Source: an optimization exercise on an open RTL-to-GDS flow (aim: small area and a short achievable clock period). Production flows keep margins and buffers that such runs may drop.
No run shown here included a check of the RTL's function; only the layout flow was run.
Power and IR drop assume default switching activity.

[design/flow/flow/run.sh]
#!/bin/bash
# Layout flow: the standard flow (standard.sh), with two changes.
#  1. Synthesis runs ORFS's own synthesis script except for the final ABC mapping: the
#     combinational cone of the lkp_ready outputs is mapped first, on its own, with a
#     speed script (abc_fast.script); the rest is then mapped with an area script
#     (abc_area.script) and without the half-adder extraction step. The registers come out
#     of the same steps as in the standard synthesis.
#  2. extra.mk adds ORFS settings: the port buffer cell, the clock tree options and a hook
#     (port_buffers.tcl) that enlarges the buffers on the lkp_ready path's ports.
# Each step's full output goes to a log file here; ORFS's own logs are under orfs/logs.
set -euo pipefail
WORK=$(pwd)
FL=$WORK/flow

# synth_core.tcl: ORFS's synth.tcl with the abc call replaced as described above
python3 - "$FLOW_HOME/scripts/synth.tcl" "$WORK/synth_core.tcl" <<'PY'
import sys
s = open(sys.argv[1]).read()
old = "  log_cmd abc {*}$abc_args\n"
assert s.count(old) == 1
new = """  select -set my_cone o:lkp_ready %cie* {t:$_*_} %i
  select -count @my_cone
  log_cmd abc -script $::env(MY_FAST_SCRIPT) {*}$lib_args {*}$lib_dont_use_args \\
    -constr $::env(OBJECTS_DIR)/abc.constr @my_cone
  log_cmd abc -script $::env(MY_ABC_SCRIPT) {*}$lib_args {*}$lib_dont_use_args \\
    -constr $::env(OBJECTS_DIR)/abc.constr
"""
open(sys.argv[2], "w").write(s.replace(old, new))
PY

sed "s|\$(FLOW_DIR_OF_VERSION)|$FL|" "$FL/extra.mk" >> config.mk

sed "s#SYNTH_SCRIPT=[^ ]*#SYNTH_SCRIPT=$FL/my_synth.tcl MY_FLOW_DIR=$WORK MY_ABC_SCRIPT=$FL/abc_area.script MY_FAST_SCRIPT=$FL/abc_fast.script#" \
    standard.sh > my_standard.sh
grep -q "MY_ABC_SCRIPT" my_standard.sh

bash my_standard.sh synth ADDER_MAP_FILE= > synth.log 2>&1
bash my_standard.sh finish > layout.log 2>&1
test -f out/final.def
[design/flow/flow/abc_area.script]
strash
&get -n
&fraig -x
&put
scorr
dc2
strash
&get -n
&dch -f
&nf -R 1000
&put
strash
dc2
&get -n
&dch -f
&nf -R 1000
&put
[design/flow/flow/abc_fast.script]
strash
dch
map -D 10
buffer -c
upsize -c
dnsize -c
[design/flow/flow/extra.mk]
export BUFFER_PORTS_ARGS = -buffer_cell sky130_fd_sc_hd__buf_1
export POST_GLOBAL_PLACE_TCL = $(FLOW_DIR_OF_VERSION)/port_buffers.tcl
export CTS_ARGS = -sink_clustering_enable -repair_clock_nets -buf_list {sky130_fd_sc_hd__clkbuf_16} -root_buf sky130_fd_sc_hd__clkbuf_16 -sink_clustering_size 28 -sink_clustering_max_diameter 100 -dont_use_dummy_load
[design/flow/flow/my_synth.tcl]
# synth_recipe.tcl with this flow's copy of the ORFS synthesis script (synth_core.tcl, made by
# run.sh), which differs from the original only in its ABC mapping script.
proc synth {args} { yosys synth -nofsm -noshare {*}$args }
source $::env(MY_FLOW_DIR)/synth_core.tcl
# left out here: clear keep_hierarchy, flatten, clean up, hide names made inside functions, write 1_2_yosys.v
[design/flow/flow/port_buffers.tcl]
# Runs at the end of global placement (POST_GLOBAL_PLACE_TCL). The ports are buffered with
# buf_1; the buffers on the ports of the lkp_valid/resp_ready -> lkp_ready combinational
# path are made larger.
foreach port [get_ports {lkp_valid[*] resp_ready}] {
  set net [get_nets [get_full_name $port]]
  foreach pin [get_pins -of_objects $net -filter "direction==input"] {
    set inst [get_cells -of_objects $pin]
    puts "port [get_full_name $port]: [get_full_name $inst] -> sky130_fd_sc_hd__buf_4"
    replace_cell $inst sky130_fd_sc_hd__buf_4
  }
}
foreach port [get_ports {lkp_ready[*]}] {
  set net [get_nets [get_full_name $port]]
  foreach pin [get_pins -of_objects $net -filter "direction==output"] {
    set inst [get_cells -of_objects $pin]
    puts "port [get_full_name $port]: [get_full_name $inst] -> sky130_fd_sc_hd__buf_4"
    replace_cell $inst sky130_fd_sc_hd__buf_4
  }
}
estimate_parasitics -placement
[design/flow/standard.sh]
#!/bin/bash
# synth_recipe.tcl (not shown) runs the flow's synth.tcl, then flattens the netlist and writes it again
# the make line also repeats each setting of config.mk as NAME=value (left out here)
make -C /OpenROAD-flow-scripts/flow DESIGN_CONFIG=/design/flow/config.mk WORK_HOME=/design/flow/orfs CLKGATE_MAP_FILE= SYNTH_SCRIPT=/design/flow/synth_recipe.tcl "${@:-finish}"
[design/flow/config.mk]
export PLATFORM = sky130hd
export DESIGN_NAME = router_lpm_mc
export DESIGN_NICKNAME = router_lpm_mc
export VERILOG_FILES = /design/flow/design.v
export SDC_FILE = /design/flow/constraint.sdc
export NUM_CORES = 4
export LEC_CHECK = 0
export ABC_AREA = 1
export CAP_MARGIN = 20
export CORE_MARGIN = 2
export CORE_UTILIZATION = 55
export PLACE_DENSITY = 0.7
export SLEW_MARGIN = 20
export BUFFER_PORTS_ARGS = -buffer_cell sky130_fd_sc_hd__buf_1
export POST_GLOBAL_PLACE_TCL = /design/flow/flow/port_buffers.tcl
export CTS_ARGS = -sink_clustering_enable -repair_clock_nets -buf_list {sky130_fd_sc_hd__clkbuf_16} -root_buf sky130_fd_sc_hd__clkbuf_16 -sink_clustering_size 28 -sink_clustering_max_diameter 100 -dont_use_dummy_load
[design/flow/constraint.sdc]
create_clock -name core_clock -period 29.0 [get_ports {clk}]
set_input_delay 5.8000 -clock core_clock [delete_from_list [all_inputs] [get_ports {clk}]]
set_output_delay 5.8000 -clock core_clock [all_outputs]
set_load 0.01 [all_outputs]
[design/flow/design.v]
module router_lpm_mc #(
   parameter int unsigned N_CH   = 4,
   parameter int unsigned DEPTH  = 16,
   parameter int unsigned PORT_W = 16,
   parameter int unsigned IP_W   = 32,
   localparam int unsigned CH_W  = (N_CH > 1) ? $clog2(N_CH) : 1,
   localparam int unsigned IDX_W = (DEPTH > 1) ? $clog2(DEPTH) : 1
) (
   input  logic                 clk,
   input  logic                 rst,
   input  logic [N_CH-1:0]      lkp_valid,
   output logic [N_CH-1:0]      lkp_ready,
   input  logic [N_CH*IP_W-1:0] lkp_dst_ip,
   output logic                 resp_valid,
   input  logic                 resp_ready,
   output logic [CH_W-1:0]      resp_ch,
   output logic                 resp_found,
   output logic                 resp_is_default,
   output logic [IDX_W-1:0]     resp_idx,
   output logic [PORT_W-1:0]    resp_out_port,
   output logic [IP_W-1:0]      resp_next_hop_ip,
   input  logic                 cfg_wr,
   input  logic [IDX_W-1:0]     cfg_idx,
   input  logic                 cfg_entry_valid,
   input  logic [IP_W-1:0]      cfg_prefix,
   input  logic [5:0]           cfg_prefix_len,
   input  logic [PORT_W-1:0]    cfg_out_port,
   input  logic [IP_W-1:0]      cfg_next_hop_ip,
   input  logic                 cfg_clear,
   output logic [31:0]          stat_lookups,
   output logic [31:0]          stat_misses
);
   localparam int unsigned DW = PORT_W + IP_W;    
   localparam int unsigned PW = IP_W - 4;
   localparam logic [5:0]  CODE_INV = 6'b100000;
   logic [PW-1:0] tbl_prefix_q [DEPTH];
   logic [5:0]    tbl_code_q   [DEPTH];
   logic [DW-1:0] tbl_data_q   [DEPTH];
   logic       tbl_kill;
   logic [5:0] code_wdata;
   assign tbl_kill = rst | cfg_clear;
   always_comb begin
      logic [3:0] p;
      p = cfg_prefix[3:0];
      if (cfg_prefix_len[5] || cfg_prefix_len == 6'd32) code_wdata = {2'b11, p[0], p[1], p[2], p[3]};
      else if (cfg_prefix_len == 6'd31)                 code_wdata = {3'b101, p[1], p[2], p[3]};
      else if (cfg_prefix_len == 6'd30)                 code_wdata = {4'b1001, p[2], p[3]};
      else if (cfg_prefix_len == 6'd29)                 code_wdata = {5'b10001, p[3]};
      else                                              code_wdata = cfg_prefix_len;
      if (tbl_kill | ~cfg_entry_valid) code_wdata = CODE_INV;
   end
   for (genvar i = 0; i < DEPTH; i++) begin : g_tbl
      logic we;
      assign we = cfg_wr & ~cfg_clear & (cfg_idx == IDX_W'(i));
      always_ff @(posedge clk) begin
         if (we | tbl_kill) tbl_code_q[i] <= code_wdata;
         if (we) begin
            tbl_prefix_q[i] <= cfg_prefix[IP_W-1:4];
            tbl_data_q[i]   <= {cfg_out_port, cfg_next_hop_ip};
         end
      end
   end
   logic            stall, grant_vld;
   logic [CH_W-1:0] rr_q, rr_next;
   logic [N_CH-1:0] gnt;
   assign stall     = resp_valid & ~resp_ready;
   assign grant_vld = |lkp_valid;
   always_comb begin
      logic [N_CH-1:0] ahead;
      for (int unsigned c = 0; c < N_CH; c++) begin
         for (int unsigned j = 0; j < N_CH; j++)
            ahead[j] = (CH_W'(CH_W'(j) - rr_q) < CH_W'(CH_W'(c) - rr_q));
         gnt[c] = lkp_valid[c] & ~|(ahead & lkp_valid);
      end
   end
   assign lkp_ready = stall ? '0 : gnt;
   logic [CH_W-1:0] gnt_ch;
   logic [IP_W-1:0] gnt_ip;
   always_comb begin
      logic [N_CH-1:0] rot;
      logic [CH_W-1:0] first;
      for (int unsigned k = 0; k < N_CH; k++) rot[k] = lkp_valid[CH_W'(rr_q + CH_W'(k))];
      first = '0;
      for (int k = N_CH - 1; k >= 0; k--)
         if (rot[k]) first = CH_W'(k);
      gnt_ch = rr_q + first;
   end
   assign rr_next = gnt_ch + 1'b1;
   always_comb begin
      gnt_ip = '0;
      for (int unsigned c = 0; c < N_CH; c++)
         if (gnt_ch == CH_W'(c)) gnt_ip = lkp_dst_ip[c * IP_W +: IP_W];
   end
   logic            s1_valid_q;
   logic [CH_W-1:0] s1_ch;
   logic [IP_W-1:0] s1_ip_q;
   assign s1_ch = rr_q - 1'b1;
   always_ff @(posedge clk) begin
      if (rst) begin
         rr_q       <= '0;
         s1_valid_q <= 1'b0;
      end else if (!stall) begin
         s1_valid_q <= grant_vld;
         if (grant_vld) rr_q <= rr_next;
      end
      if (!stall && grant_vld) s1_ip_q <= gnt_ip;
   end
   logic [DEPTH-1:0] match;
   for (genvar i = 0; i < DEPTH; i++) begin : g_match
      logic [5:0]    code;
      logic [4:0]    len;       
      logic [PW-1:0] diff;
      logic [3:0]    full, part, miss, care_lo;
      logic [7:0]    lead;
      logic          valid, miss_lo;
      assign code  = tbl_code_q[i];
      assign valid = ~(code[5] & ~|code[4:1]);
      assign len   = code[5] ? 5'd28 : code[4:0];
      assign diff  = s1_ip_q[IP_W-1:4] ^ tbl_prefix_q[i];
      always_comb begin
         for (int unsigned a = 0; a < 4; a++) begin
            full[a] = (len[4:3] > 2'(a));
            part[a] = (len[4:3] == 2'(a));
         end
         for (int unsigned b = 0; b < 8; b++) lead[b] = (len[2:0] > 3'(b));
         for (int unsigned a = 0; a < 4; a++) begin
            logic any_d, lead_d;
            any_d  = 1'b0;
            lead_d = 1'b0;
            for (int unsigned b = 0; b < 8; b++) begin
               if (8*a + b < PW) begin
                  any_d  = any_d | diff[PW-1-8*a-b];
                  lead_d = lead_d | (diff[PW-1-8*a-b] & lead[b]);
               end
            end
            miss[a] = (full[a] & any_d) | (part[a] & lead_d);
         end
         care_lo[0] = code[5] & |code[4:1];
         care_lo[1] = code[5] & |code[4:2];
         care_lo[2] = code[5] & |code[4:3];
         care_lo[3] = code[5] & code[4];
         miss_lo = 1'b0;
         for (int unsigned j = 0; j < 4; j++)
            miss_lo = miss_lo | (care_lo[j] & (s1_ip_q[3-j] ^ code[j]));
      end
      assign match[i] = valid & ~|miss & ~miss_lo;
   end
   function automatic logic len_gt(input logic [5:0] a, input logic [5:0] b);
      len_gt = 1'b0;
      for (int unsigned k = 0; k < 6; k++)
         len_gt = (a[k] & ~b[k]) | (~(a[k] ^ b[k]) & len_gt);
   endfunction
   localparam int unsigned GS = 4;
   localparam int unsigned NG = DEPTH / GS;
   localparam int unsigned NN = 2 * NG - 1;
   logic             t_hit [NN];
   logic             t_win [NN];
   logic [5:0]       t_len [NN];
   logic [IDX_W-1:0] t_idx [NN];
   logic [DEPTH-1:0] win;
   for (genvar g = 0; g < NG; g++) begin : g_grp
      logic [GS-1:0] m, w;
      logic [GS-1:0] beats [GS];    
      assign m = match[g*GS +: GS];
      always_comb begin
         for (int unsigned i = 0; i < GS; i++) begin
            beats[i] = '0;
            for (int unsigned j = i + 1; j < GS; j++)
               beats[i][j] = ~len_gt(tbl_code_q[g*GS+j], tbl_code_q[g*GS+i]);
         end
         for (int unsigned i = 0; i < GS; i++) begin
            w[i] = m[i];
            for (int unsigned j = 0; j < GS; j++) begin
               if (j < i) w[i] = w[i] & ~(m[j] & beats[j][i]);
               if (j > i) w[i] = w[i] & ~(m[j] & ~beats[i][j]);
            end
         end
      end
      assign t_hit[NG-1+g] = |m;
      always_comb begin
         t_len[NG-1+g] = '0;
         t_idx[NG-1+g] = '0;
         for (int unsigned i = 0; i < GS; i++) begin
            if (w[i]) t_len[NG-1+g] = t_len[NG-1+g] | tbl_code_q[g*GS+i];
            if (w[i]) t_idx[NG-1+g] = t_idx[NG-1+g] | IDX_W'(g*GS+i);
         end
      end
      assign win[g*GS +: GS] = w & {GS{t_win[NG-1+g]}};
   end
   for (genvar n = NG - 2; n >= 0; n--) begin : g_node
      logic pick_b;
      assign pick_b       = t_hit[2*n+2] & (~t_hit[2*n+1] | len_gt(t_len[2*n+2], t_len[2*n+1]));
      assign t_hit[n]     = t_hit[2*n+1] | t_hit[2*n+2];
      assign t_len[n]     = pick_b ? t_len[2*n+2] : t_len[2*n+1];
      assign t_idx[n]     = pick_b ? t_idx[2*n+2] : t_idx[2*n+1];
      assign t_win[2*n+1] = t_win[n] & ~pick_b;
      assign t_win[2*n+2] = t_win[n] & pick_b;
   end
   assign t_win[0] = t_hit[0];
   logic [DW-1:0] win_dat;
   always_comb begin
      win_dat = '0;
      for (int unsigned i = 0; i < DEPTH; i++)
         if (win[i]) win_dat = win_dat | tbl_data_q[i];
   end
   logic             resp_valid_q, resp_found_q, resp_dflt_q;
   logic [CH_W-1:0]  resp_ch_q;
   logic [IDX_W-1:0] resp_idx_q;
   logic [DW-1:0]    resp_dat_q;
   logic [31:0]      stat_lookups_q, stat_misses_q;
   always_ff @(posedge clk) begin
      if (rst)         resp_valid_q <= 1'b0;
      else if (!stall) resp_valid_q <= s1_valid_q;
      if (!stall && s1_valid_q) begin
         resp_ch_q    <= s1_ch;
         resp_found_q <= t_hit[0];
         resp_dflt_q  <= t_hit[0] & (t_len[0] == 6'd0);
         resp_idx_q   <= t_idx[0];
         resp_dat_q   <= win_dat;
      end
   end
   always_ff @(posedge clk) begin
      if (rst) begin
         stat_lookups_q <= '0;
         stat_misses_q  <= '0;
      end else if (resp_valid_q && resp_ready) begin
         stat_lookups_q <= stat_lookups_q + 32'd1;
         if (!resp_found_q) stat_misses_q <= stat_misses_q + 32'd1;
      end
   end
   assign resp_valid       = resp_valid_q;
   assign resp_ch          = resp_ch_q;
   assign resp_found       = resp_found_q;
   assign resp_is_default  = resp_dflt_q;
   assign resp_idx         = resp_idx_q;
   assign {resp_out_port, resp_next_hop_ip} = resp_dat_q;
   assign stat_lookups     = stat_lookups_q;
   assign stat_misses      = stat_misses_q;
endmodule
==> results of run 1 <==
-- per-stage QoR --
step	hold slack [ns]	cell area [um2]	cells	utilization
after floorplan	0.4714	61000	4157	-
after global placement	0.4874	65190	6098	0.5907
after detailed placement	0.4881	65230	6098	0.5910
after CTS	0.5054	66700	6157	0.6044
after global routing	0.5268	66770	6161	0.6050
final	0.5040	66770	6162	0.6050
-- report_power, final --
| part | internal, W | switching, W | leakage [nW] |
|---|---|---|---|
| Combinational | 0.000388 | 0.000797 | 6.94 |
| Sequential | 0.00240 | 0.0000626 | 13.4 |
| Clock | 0.000364 | 0.000600 | 0.727 |
-- synthesized netlist by cell type, types with 8 or more instances --
| cell type | count | area share |
|---|---|---|
| a221oi_1 | 34 | 0.0049 |
| a222oi_1 | 181 | 0.030 |
| or4_1 | 13 | 0.0016 |
| clkinv_1 | 100 | 0.0062 |
| edfxtp_1 | 1400 | 0.69 |
| a21oi_1 | 202 | 0.017 |
| and4_1 | 19 | 0.0027 |
| o2111ai_1 | 10 | 0.0014 |
| or2_0 | 9 | 0.00092 |
| a211o_1 | 35 | 0.0050 |
| maj3_1 | 16 | 0.0026 |
| nor2b_1 | 19 | 0.0019 |
| xor2_1 | 247 | 0.035 |
| a211oi_1 | 19 | 0.0023 |
| or3_1 | 8 | 0.00082 |
| o221ai_1 | 38 | 0.0055 |
| a22o_1 | 10 | 0.0014 |
| o41ai_1 | 10 | 0.0014 |
| nor2_1 | 206 | 0.013 |
| nor3_1 | 109 | 0.0089 |
| o211ai_1 | 14 | 0.0017 |
| o21a_1 | 27 | 0.0033 |
| a31oi_1 | 32 | 0.0033 |
| nand2b_1 | 29 | 0.0030 |
| nand2_1 | 262 | 0.016 |
| nand4b_1 | 13 | 0.0019 |
| nand4_1 | 79 | 0.0081 |
| a22oi_1 | 178 | 0.022 |
| xnor2_1 | 217 | 0.031 |
| and3_1 | 36 | 0.0037 |
| and2_0 | 29 | 0.0030 |
| dfxtp_1 | 68 | 0.022 |
| nor4_1 | 40 | 0.0041 |
| nand3_1 | 75 | 0.0062 |
| o22ai_1 | 102 | 0.010 |
| o21ai_0 | 166 | 0.014 |
-- final timing paths --
kind                startpoint                end  slack (ns)  cells past startpoint
max               lkp_valid[3]       lkp_ready[2]       16.78                      5
min          stat_misses_q[30]  stat_misses_q[30]        0.50                      1
max reg2reg   tbl_code_q[5][2]     resp_dat_q[14]       18.86                     35
min reg2reg  stat_misses_q[30]  stat_misses_q[30]        0.50                      1
-- area by class of cell --
type,count,area share
Sequential cell,1468,0.6500
Inverter,107,0.006015
Antenna cell,2,0.00007495
Timing Repair Buffer,456,0.03283
Multi-Input combinational cell,2582,0.2611
Tap cell,1488,0.02788
Clock buffer,59,0.02211
-- flip-flops by register name (all words and copies together) (netlist names) --
signal / cells
resp_found_q: 1
resp_idx_q: 4
tbl_code_q: 96
s1_valid_q: 1
tbl_data_q: 768
resp_valid_q: 1
rr_q: 2
stat_lookups_q: 32
resp_dflt_q: 1
resp_ch_q: 2
s1_ip_q: 32
resp_dat_q: 48
tbl_prefix_q: 448
stat_misses_q: 32
-- layer usage --
metal	vias up	global-route usage	share of wire
met3	506	0.06936	0.12
met4	8	0.1379	0.048
met5	-	0	0.00029
met1	20750	0.4550	0.38
li1	17890	-	-
met2	3029	0.5225	0.45
-- worst max-delay path, stage by stage --
cell and delay, ns:
buf_4 0.13, a21oi_1 0.13, o21ai_1 0.07, a21oi_1 0.14, buf_4 0.14
-- cell families (layout without fill, tap and decap cells) --
logic type,after synthesis,count (layout),synth area share
buffers and inverters,107,622,0.006584
DFF,1468,1468,0.7115
xor gates and xnor gates,464,464,0.06662
muxes,10,10,0.001702
other,0,2,0
and+or+nand+nor,967,967,0.07872
AOI/OAI and AO/OA,1125,1125,0.1322
adders and majority gates,16,16,0.002625
==> impl_table.tex, run 1 <==
\begin{tabular}{lr}
\hline
Metric & Value \\
\hline
\multicolumn{2}{l}{\textbf{Run status}} \\
\quad Run status & no timing/DRC/antenna violations \\
\multicolumn{2}{l}{\textbf{Synth}} \\
\quad Cells after synthesis & slightly above 4000 \\
\quad Number of enable flip-flop cells after synthesis & 1400 \\
\quad Total standard cell area after synthesis & between 60000 and 70000 um2 \\
\quad Mean instance size in the synthesized netlist & roughly 15 um2 \\
\quad Synthesis warning total & 18 \\
\quad Nets in the synthesized netlist & 4385 \\
\quad Fraction of synthesis flops using an asynchronous set or reset pin & 0 \\
\quad Count of unique library cells instantiated by Yosys & 71 \\
\quad Most frequently used flop master after synthesis & edfxtp\_1 \\
\quad Part of the Yosys area used for sequential elements & 0.7115 \\
\quad Post-synthesis register bit count & between 1000 and 1500 \\
\multicolumn{2}{l}{\textbf{Job}} \\
\quad Number of maximum-capacitance constraint violations & 0 \\
\multicolumn{2}{l}{\textbf{Timing}} \\
\quad Transition time at the pin with the least slew margin & about 1.3 ns \\
\quad Worst setup margin & between 15 and 20 ns \\
\quad Total setup violations reported at the end of the flow & 0 \\
\quad Final period utilization & 0.4214 \\
\quad Unrepaired setup endpoints after global routing & no \\
\quad Final period demand of the worst path & about 12 ns \\
\quad Maximum clock frequency & just over 80 MHz \\
\quad Clock Skews & between 0.08 and 0.09 ns \\
\quad Relative max-transition margin & 0.1044 \\
\quad Count of endpoints failing hold in the final timing report & 0 \\
\quad Number of pins with negative max-slew slack in the final report & 0 \\
\quad Sum of negative setup slack & 0 ns \\
\multicolumn{2}{l}{\textbf{Floorplanning}} \\
\quad Die width & about 340 um \\
\quad I/O pin total & between 300 and 400 \\
\quad Num rows & approximately 120 \\
\quad CORE AREA & about 110000 um2 \\
\quad Die area & 113600 um2 \\
\quad Starting density of the core & 0.5527 \\
\quad Die Y & roughly 340 um \\
\multicolumn{2}{l}{\textbf{Global routing}} \\
\quad GRT Resource Usage Total & 0.3327 \\
\quad Grt total ovfl & 0 \\
\quad Vias in the first global route & about 40000 \\
\quad First-pass GRT wire length & $\sim$270 mm \\
\quad Number of antenna violations at the first check in global routing & 6 \\
\quad Pin count of the biggest net entering global routing & 70 \\
\multicolumn{2}{l}{\textbf{Final layout}} \\
\quad Most common cell after layout, fill and taps aside & edfxtp\_1 \\
\quad Flip-flop and latch area & 43400 um2 \\
\quad Fraction of final layout cells with drive strength greater than 1 & 0.05180 \\
\quad Net count, final & around 5000 \\
\quad Most frequent cells in the layout & 1400 x edfxtp\_1, 321 x buf\_1, 262 x nand2\_1, 247 x xor2\_1, 217 x xnor2\_1 \\
\quad Number of filler cells placed in the layout & about 8400 \\
\quad Synth-to-Final Area Change & 9.462\% \\
\quad Footprint of the multi-input gates & 17430 um2 \\
\multicolumn{2}{l}{\textbf{Power and ir drop}} \\
\quad Peak supply drop & just under 100 uV \\
\quad Static leakage & roughly 21 nW \\
\quad Ratio of total power to cell area & 69.08 nW/um2 \\
\quad Total chip power & 0.004612 W \\
\multicolumn{2}{l}{\textbf{Placed design}} \\
\quad Dpl ws & $\sim$17 ns \\
\quad Port Buffers & about 350 \\
\quad Placed wire-length estimate after detailed placement & between 100 and 150 mm \\
\multicolumn{2}{l}{\textbf{Clock tree}} \\
\quad Total CTS buffers & a little under 60 \\
\quad Hold buffer count at cts & 0 \\
\quad TritonCTS clock tree & yes \\
\quad CTS clk-pin slew, worst paths & roughly 0.09 ns \\
\quad Setup fix buffers added after clock tree synthesis & 0 \\
\quad TritonCTS Sinks & 1468 \\
\quad Master cell of the clock root buffer & clkbuf\_16 \\
\quad Gates resized, CTS repair & 0 \\
\quad Clock Tree Buf Depth & 3 \\
\quad Htree depth & 2 \\
\quad Source-to-sink clock delay at the later pin of the worst-skew pair & 0.74 ns \\
\multicolumn{2}{l}{\textbf{Route}} \\
\quad Number of design-rule violations left by the first detailed-router iteration & approximately 6900 \\
\quad First drt pass iteration count & 7 \\
\quad Detailed Route WL & about 190 mm \\
\quad Via/cell ratio & 6.846 \\
\quad Final antenna-violating net count & 0 \\
\quad Drc violations & 0 \\
\quad Via count & around 42000 \\
\quad Average wire per cell in the routed design & between 30 and 40 um \\
\multicolumn{2}{l}{\textbf{Setup path}} \\
\quad Arr. time, crit path & 6.42 ns \\
\quad Critical path class & in2out \\
\quad Worst setup EP type & output port \\
\quad Largest fanout of any net on the critical path & 6 \\
\quad Crit path required time & approximately 23 ns \\
\quad Startpoint type of the worst setup path & input port \\
\multicolumn{2}{l}{\textbf{Worst hold path}} \\
\quad Path category of the worst min-delay check & reg2reg \\
\hline
\end{tabular}
==> run 2: changes to the inputs <==
--- a/design/flow/design.v
+++ b/design/flow/design.v
@@ -75,16 +75,16 @@
    end
    assign lkp_ready = stall ? '0 : gnt;
+   always_comb begin
+      rr_next = '0;
+      for (int unsigned c = 0; c < N_CH; c++)
+         if (gnt[c]) rr_next = rr_next | CH_W'(c + 1);
+   end
    logic [CH_W-1:0] gnt_ch;
    logic [IP_W-1:0] gnt_ip;
    always_comb begin
-      logic [N_CH-1:0] rot;
-      logic [CH_W-1:0] first;
-      for (int unsigned k = 0; k < N_CH; k++) rot[k] = lkp_valid[CH_W'(rr_q + CH_W'(k))];
-      first = '0;
-      for (int k = N_CH - 1; k >= 0; k--)
-         if (rot[k]) first = CH_W'(k);
-      gnt_ch = rr_q + first;
-   end
-   assign rr_next = gnt_ch + 1'b1;
+      gnt_ch = '0;
+      for (int unsigned c = 0; c < N_CH; c++)
+         if (gnt[c]) gnt_ch = gnt_ch | CH_W'(c);
+   end
    always_comb begin
       gnt_ip = '0;
==> design/flow/flow/abc_fast.script (replaced) <==
strash
&get -n
&st
&syn2
&if -g -K 6
&synch2
&nf
&put
buffer -c
topo
upsize -c
dnsize -c
==> design/flow/flow/extra.mk (replaced) <==
export BUFFER_PORTS_ARGS = -buffer_cell sky130_fd_sc_hd__buf_1
export POST_GLOBAL_PLACE_TCL = $(FLOW_DIR_OF_VERSION)/port_buffers.tcl
export CTS_ARGS = -sink_clustering_enable -repair_clock_nets -buf_list {sky130_fd_sc_hd__clkbuf_16} -root_buf sky130_fd_sc_hd__clkbuf_16 -sink_clustering_size 24 -sink_clustering_max_diameter 70 -dont_use_dummy_load
--- a/design/flow/config.mk
+++ b/design/flow/config.mk
@@ -14,3 +14,3 @@
 export BUFFER_PORTS_ARGS = -buffer_cell sky130_fd_sc_hd__buf_1
 export POST_GLOBAL_PLACE_TCL = /design/flow/flow/port_buffers.tcl
-export CTS_ARGS = -sink_clustering_enable -repair_clock_nets -buf_list {sky130_fd_sc_hd__clkbuf_16} -root_buf sky130_fd_sc_hd__clkbuf_16 -sink_clustering_size 28 -sink_clustering_max_diameter 100 -dont_use_dummy_load
+export CTS_ARGS = -sink_clustering_enable -repair_clock_nets -buf_list {sky130_fd_sc_hd__clkbuf_16} -root_buf sky130_fd_sc_hd__clkbuf_16 -sink_clustering_size 24 -sink_clustering_max_diameter 70 -dont_use_dummy_load
==> run 2 against run 1 <==
Against the previous run:
- synthesized cell count decreased by 0.72%
- die area decreased by 0.20%
- non-clock buffer count decreased by 9
- largest cell class unchanged
- via count increased by 1.2%
- combinational power decreased by 49%
- global-route usage increased by 0.95 points
- clock skew decreased by 0.0079 ns
- sequential power about the same
- critical endpoint is now lkp_ready[1]
- final cell count decreased by 0.18%
- worst hold slack got worse by 0.013 ns
==> impl_table.tex, run 2 <==
\begin{tabular}{lr}
\hline
Metric & Value \\
\hline
\multicolumn{2}{l}{\textbf{Timing}} \\
\quad Relative max-transition margin & 0.2102 (was 0.1044) \\
\quad Unrepaired setup endpoints after global routing & no (unchanged) \\
\quad Final period demand of the worst path & 12.45 ns (was 12.22 ns) \\
\quad Maximum clock frequency & 80.31 MHz (was 81.83 MHz) \\
\quad Sum of negative setup slack & 0 ns (unchanged) \\
\quad Transition time at the pin with the least slew margin & 1.182 ns (was 1.331 ns) \\
\quad Worst setup margin & 16.55 ns (was 16.78 ns) \\
\quad Clock Skews & 0.08069 ns (was 0.08857 ns) \\
\quad Total setup violations reported at the end of the flow & 0 (unchanged) \\
\quad Number of pins with negative max-slew slack in the final report & 0 (unchanged) \\
\quad Final period utilization & 0.4293 (was 0.4214) \\
\quad Count of endpoints failing hold in the final timing report & 0 (unchanged) \\
\multicolumn{2}{l}{\textbf{Global routing}} \\
\quad Pin count of the biggest net entering global routing & 70 (unchanged) \\
\quad Grt total ovfl & 0 (unchanged) \\
\quad Number of antenna violations at the first check in global routing & 14 (was 6) \\
\quad GRT Resource Usage Total & 0.3422 (was 0.3327) \\
\quad First-pass GRT wire length & 276.0 mm (was 271.6 mm) \\
\quad Vias in the first global route & 39420 (was 39290) \\
\multicolumn{2}{l}{\textbf{Run status}} \\
\quad Run status & no timing/DRC/antenna violations (unchanged) \\
\multicolumn{2}{l}{\textbf{Route}} \\
\quad Final antenna-violating net count & 0 (unchanged) \\
\quad Number of design-rule violations left by the first detailed-router iteration & 7369 (was 6889) \\
\quad Via count & 42710 (was 42180) \\
\quad First drt pass iteration count & 13 (was 7) \\
\quad Wire length on met1 & 71.78 mm (was 72.09 mm) \\
\quad Via/cell ratio & 6.943 (was 6.846) \\
\quad Detailed Route WL & 197.9 mm (was 191.9 mm) \\
\quad Highest routing layer actually used & met5 (unchanged) \\
\quad Drc violations & 0 (unchanged) \\
\quad Average wire per cell in the routed design & 32.17 um (was 31.14 um) \\
\quad Length of routed met3 wiring & 26.88 mm (was 23.51 mm) \\
\quad Met2 WL post-DR & 88.50 mm (was 86.99 mm) \\
\multicolumn{2}{l}{\textbf{Floorplanning}} \\
\quad I/O pin total & 353 (unchanged) \\
\quad Die Y & 336.7 um (was 337.0 um) \\
\quad CORE AREA & 110200 um2 (was 110400 um2) \\
\quad Die width & 336.7 um (was 337.0 um) \\
\quad Die area & 113400 um2 (was 113600 um2) \\
\quad Num rows & 122 (unchanged) \\
\quad Starting density of the core & 0.5524 (was 0.5527) \\
\multicolumn{2}{l}{\textbf{Synth}} \\
\quad Synthesis warning total & 18 (unchanged) \\
\quad Mean instance size in the synthesized netlist & 14.75 um2 (was 14.67 um2) \\
\quad Commonest cells post-synth & 1400 x edfxtp\_1, 243 x nand2\_1, 240 x xor2\_1, 228 x nor2\_1, 228 x xnor2\_1 (was 1400 x edfxtp\_1, 262 x nand2\_1, 247 x xor2\_1, 217 x xnor2\_1, 206 x nor2\_1) \\
\quad Count of unique library cells instantiated by Yosys & 72 (was 71) \\
\quad Biggest area contributors in the synthesized netlist & edfxtp\_1 69\%, xor2\_1 3.5\%, xnor2\_1 3.3\%, a222oi\_1 3.3\%, dfxtp\_1 2.2\% (was edfxtp\_1 69\%, xor2\_1 3.5\%, xnor2\_1 3.1\%, a222oi\_1 3.0\%, dfxtp\_1 2.2\%) \\
\quad Post-synthesis cell type with the largest combined area & edfxtp\_1 (unchanged) \\
\quad Fraction of synthesis flops using an asynchronous set or reset pin & 0 (unchanged) \\
\quad Part of the Yosys area used for sequential elements & 0.7129 (was 0.7115) \\
\quad Nets in the synthesized netlist & 4355 (was 4385) \\
\quad Total standard cell area after synthesis & 60880 um2 (was 61000 um2) \\
\quad Fraction of post-synthesis cell area in the top cell type by area & 0.6906 (was 0.6892) \\
\quad Most frequently used flop master after synthesis & edfxtp\_1 (unchanged) \\
\quad Cells after synthesis & 4127 (was 4157) \\
\quad Number of enable flip-flop cells after synthesis & 1400 (unchanged) \\
\quad Most repeated cell in the gate-level netlist after synthesis & edfxtp\_1 (unchanged) \\
\quad Post-synthesis register bit count & 1468 (unchanged) \\
\multicolumn{2}{l}{\textbf{Final layout}} \\
\quad Largest regs & tbl\_data\_q: 768 flops, tbl\_prefix\_q: 448 flops, tbl\_code\_q: 96 flops (unchanged) \\
\quad Synth-to-Final Area Change & 10.54\% (was 9.462\%) \\
\quad Most frequent cells in the layout & 1400 x edfxtp\_1, 314 x buf\_1, 243 x nand2\_1, 240 x xor2\_1, 228 x xnor2\_1 (was 1400 x edfxtp\_1, 321 x buf\_1, 262 x nand2\_1, 247 x xor2\_1, 217 x xnor2\_1) \\
\quad Net count, final & 4889 (was 4902) \\
\quad Fraction of final layout cells with drive strength greater than 1 & 0.05645 (was 0.05180) \\
\quad Post-route standard cell area excluding fillers & 67300 um2 (was 66770 um2) \\
\quad Number of flip-flops under the largest register name & 768 (unchanged) \\
\quad Most common cell after layout, fill and taps aside & edfxtp\_1 (unchanged) \\
\quad Register name with the most flops & tbl\_data\_q (unchanged) \\
\multicolumn{2}{l}{\textbf{Clock tree}} \\
\quad Htree depth & 3 (was 2) \\
\quad Hold buffer count at cts & 0 (unchanged) \\
\quad TritonCTS Sinks & 1468 (unchanged) \\
\quad Master cell of the clock root buffer & clkbuf\_16 (unchanged) \\
\quad Clock Tree Buf Depth & 3 (unchanged) \\
\quad TritonCTS clock tree & yes (unchanged) \\
\quad Setup fix buffers added after clock tree synthesis & 0 (unchanged) \\
\quad Gates resized, CTS repair & 0 (unchanged) \\
\quad CTS clk-pin slew, worst paths & 0.07 ns (was 0.09 ns) \\
\quad Source-to-sink clock delay at the later pin of the worst-skew pair & 0.72 ns (was 0.74 ns) \\
\quad Total CTS buffers & 85 (was 59) \\
\multicolumn{2}{l}{\textbf{Power and ir drop}} \\
\quad Static leakage & 21.05 nW (was 21.07 nW) \\
\quad Peak supply drop & 51.25 uV (was 96.59 uV) \\
\quad Total chip power & 0.004188 W (was 0.004612 W) \\
\quad Ratio of total power to cell area & 62.24 nW/um2 (was 69.08 nW/um2) \\
\multicolumn{2}{l}{\textbf{Job}} \\
\quad Number of maximum-capacitance constraint violations & 0 (unchanged) \\
\multicolumn{2}{l}{\textbf{Setup path}} \\
\quad Crit path required time & 23.20 ns (about the same) \\
\quad Startpoint type of the worst setup path & input port (unchanged) \\
\quad Cell-by-cell trace of the critical path & buf\_4 > o21ai\_0 > o211a\_1 > and2\_1 > buf\_4 (was buf\_4 > a21oi\_1 > o21ai\_1 > a21oi\_1 > buf\_4) \\
\quad Worst setup startpoint & lkp\_valid[0] (was lkp\_valid[3]) \\
\quad Largest fanout of any net on the critical path & 8 (was 6) \\
\quad Arr. time, crit path & 6.65 ns (was 6.42 ns) \\
\quad Worst reg2reg startpoint & tbl\_code\_q[14][2] (was tbl\_code\_q[5][2]) \\
\quad Largest stage delay, worst path & 0.29 ns (was 0.14 ns) \\
\quad Slowest cell on crit path & o211a\_1 (was a21oi\_1) \\
\quad Worst setup EP type & output port (unchanged) \\
\quad Cell type with the highest occurrence count on the critical path & buf\_4 \\
\quad Worst reg2reg path depth & 35 (unchanged) \\
\quad Critical path class & in2out (unchanged) \\
\multicolumn{2}{l}{\textbf{Worst hold path}} \\
\quad Worst hold path stage count & 1 (unchanged) \\
\quad Hold path start & stat\_misses\_q[30] (unchanged) \\
\quad Path category of the worst min-delay check & reg2reg (unchanged) \\
\multicolumn{2}{l}{\textbf{Placed design}} \\
\quad Placed wire-length estimate after detailed placement & 110.0 mm (was 113.7 mm) \\
\quad Dpl ws & 16.55 ns (was 16.78 ns) \\
\quad Port Buffers & 352 (unchanged) \\
\quad Total cell area at the placement stage & 65140 um2 (was 65230 um2) \\
\hline
\end{tabular}
## run 2: changes by cell type in the layout (fill, tap and decap cells not counted), sizes merged, moves of 14 or more
cell,before,now
nand4,79,33
buf,434,418
a222oi,181,199
a211o,35,1
a22o,10,42
a22oi,178,67
nand3,76,96
a221oi,34,81
nor2,206,228
o22ai,102,131
clkbuf,81,114
nand2,265,243
a21boi,5,19
## run 2: per-layer routing
layer	GRT usage	vias up
li1	-	17820
met1	0.4653	20940
met2	0.5237	3326
met3	0.07816	607
met4	0.1677	10
met5	0	-
## run 2: final timing paths
kind	to	slack, ns
max	lkp_ready[1]	16.55
min	stat_misses_q[30]	0.49
max reg2reg	resp_dat_q[8]	17.90
min reg2reg	stat_misses_q[30]	0.49
## run 2: layout make-up
type	instances	area, um2
Fill cell	8458	42910
Antenna cell	4	10.01
Multi-Input combinational cell	2554	17380
Inverter	105	394.1
Tap cell	1488	1862
Clock buffer	85	2127
Timing Repair Buffer	447	2117
Sequential cell	1468	43400
## run 2: critical path: cells and delay by family
kind	cells	cell delay (ns)
AOI/OAI and AO/OA	2	0.45
and+or+nand+nor	1	0.15
buffers and inverters	2	0.25
## run 2: cell families after synthesis
logic type,count (synthesis),synth area share
multiplexers,5,0.0008427
AO/OA/AOI/OAI,1092,0.1308
adder cells (fa/ha/maj),19,0.003124
XOR/XNOR,468,0.06733
buffers and inverters,105,0.006474
flip-flops,1468,0.7129
AND/OR/NAND/NOR,970,0.07851
## run 2: per-stage QoR
stage               hold WS, ns    util  instances
finish                   0.4911  0.6106       6151
global route             0.5316  0.6105       6147
CTS                      0.4924  0.6103       6146
detailed placement       0.4759  0.5910       6061
global placement         0.4625  0.5907       6061
floorplan                0.4714       -       4127
## run 2: where the power goes
part	leakage [nW]	total [W]	switching, W	internal, W
clock	1.05	0.00116	0.000637	0.000520
combinational	6.57	0.000604	0.000421	0.000183
sequential	13.4	0.00243	0.0000557	0.00237
total	21.0	0.00419	0.00111	0.00307

re-timing with driven ports:
The flow's constraints put no driver on any port. The routed layouts listed below were extracted and timed again, unchanged, in two steps. Step 1, drivers: a clkbuf_16 drives clk and a buf_2 each remaining input, both assumed. Step 2 adds t to the input delays and takes it off the output delays; t is the mean of the earliest and latest rising clock arrival at the registers after step 1. Input paths then give back, and output paths get back, about the clock's delay inside the block. Slacks: no drivers / after step 1 / after step 2; pairs: no drivers / after step 1.
run	t (ns)	setup WS [ns]	hold WS [ns]	worst setup path at the end	worst register clock-pin slew, ns
run 1	0.770	16.780 / 16.756 / 16.756	0.504 / 0.504 / 0.504	input to output	0.12 / 0.12
run 2	0.758	16.549 / 16.525 / 16.525	0.491 / 0.491 / 0.491	input to output	0.09 / 0.09
After both steps every run listed still meets setup and hold.
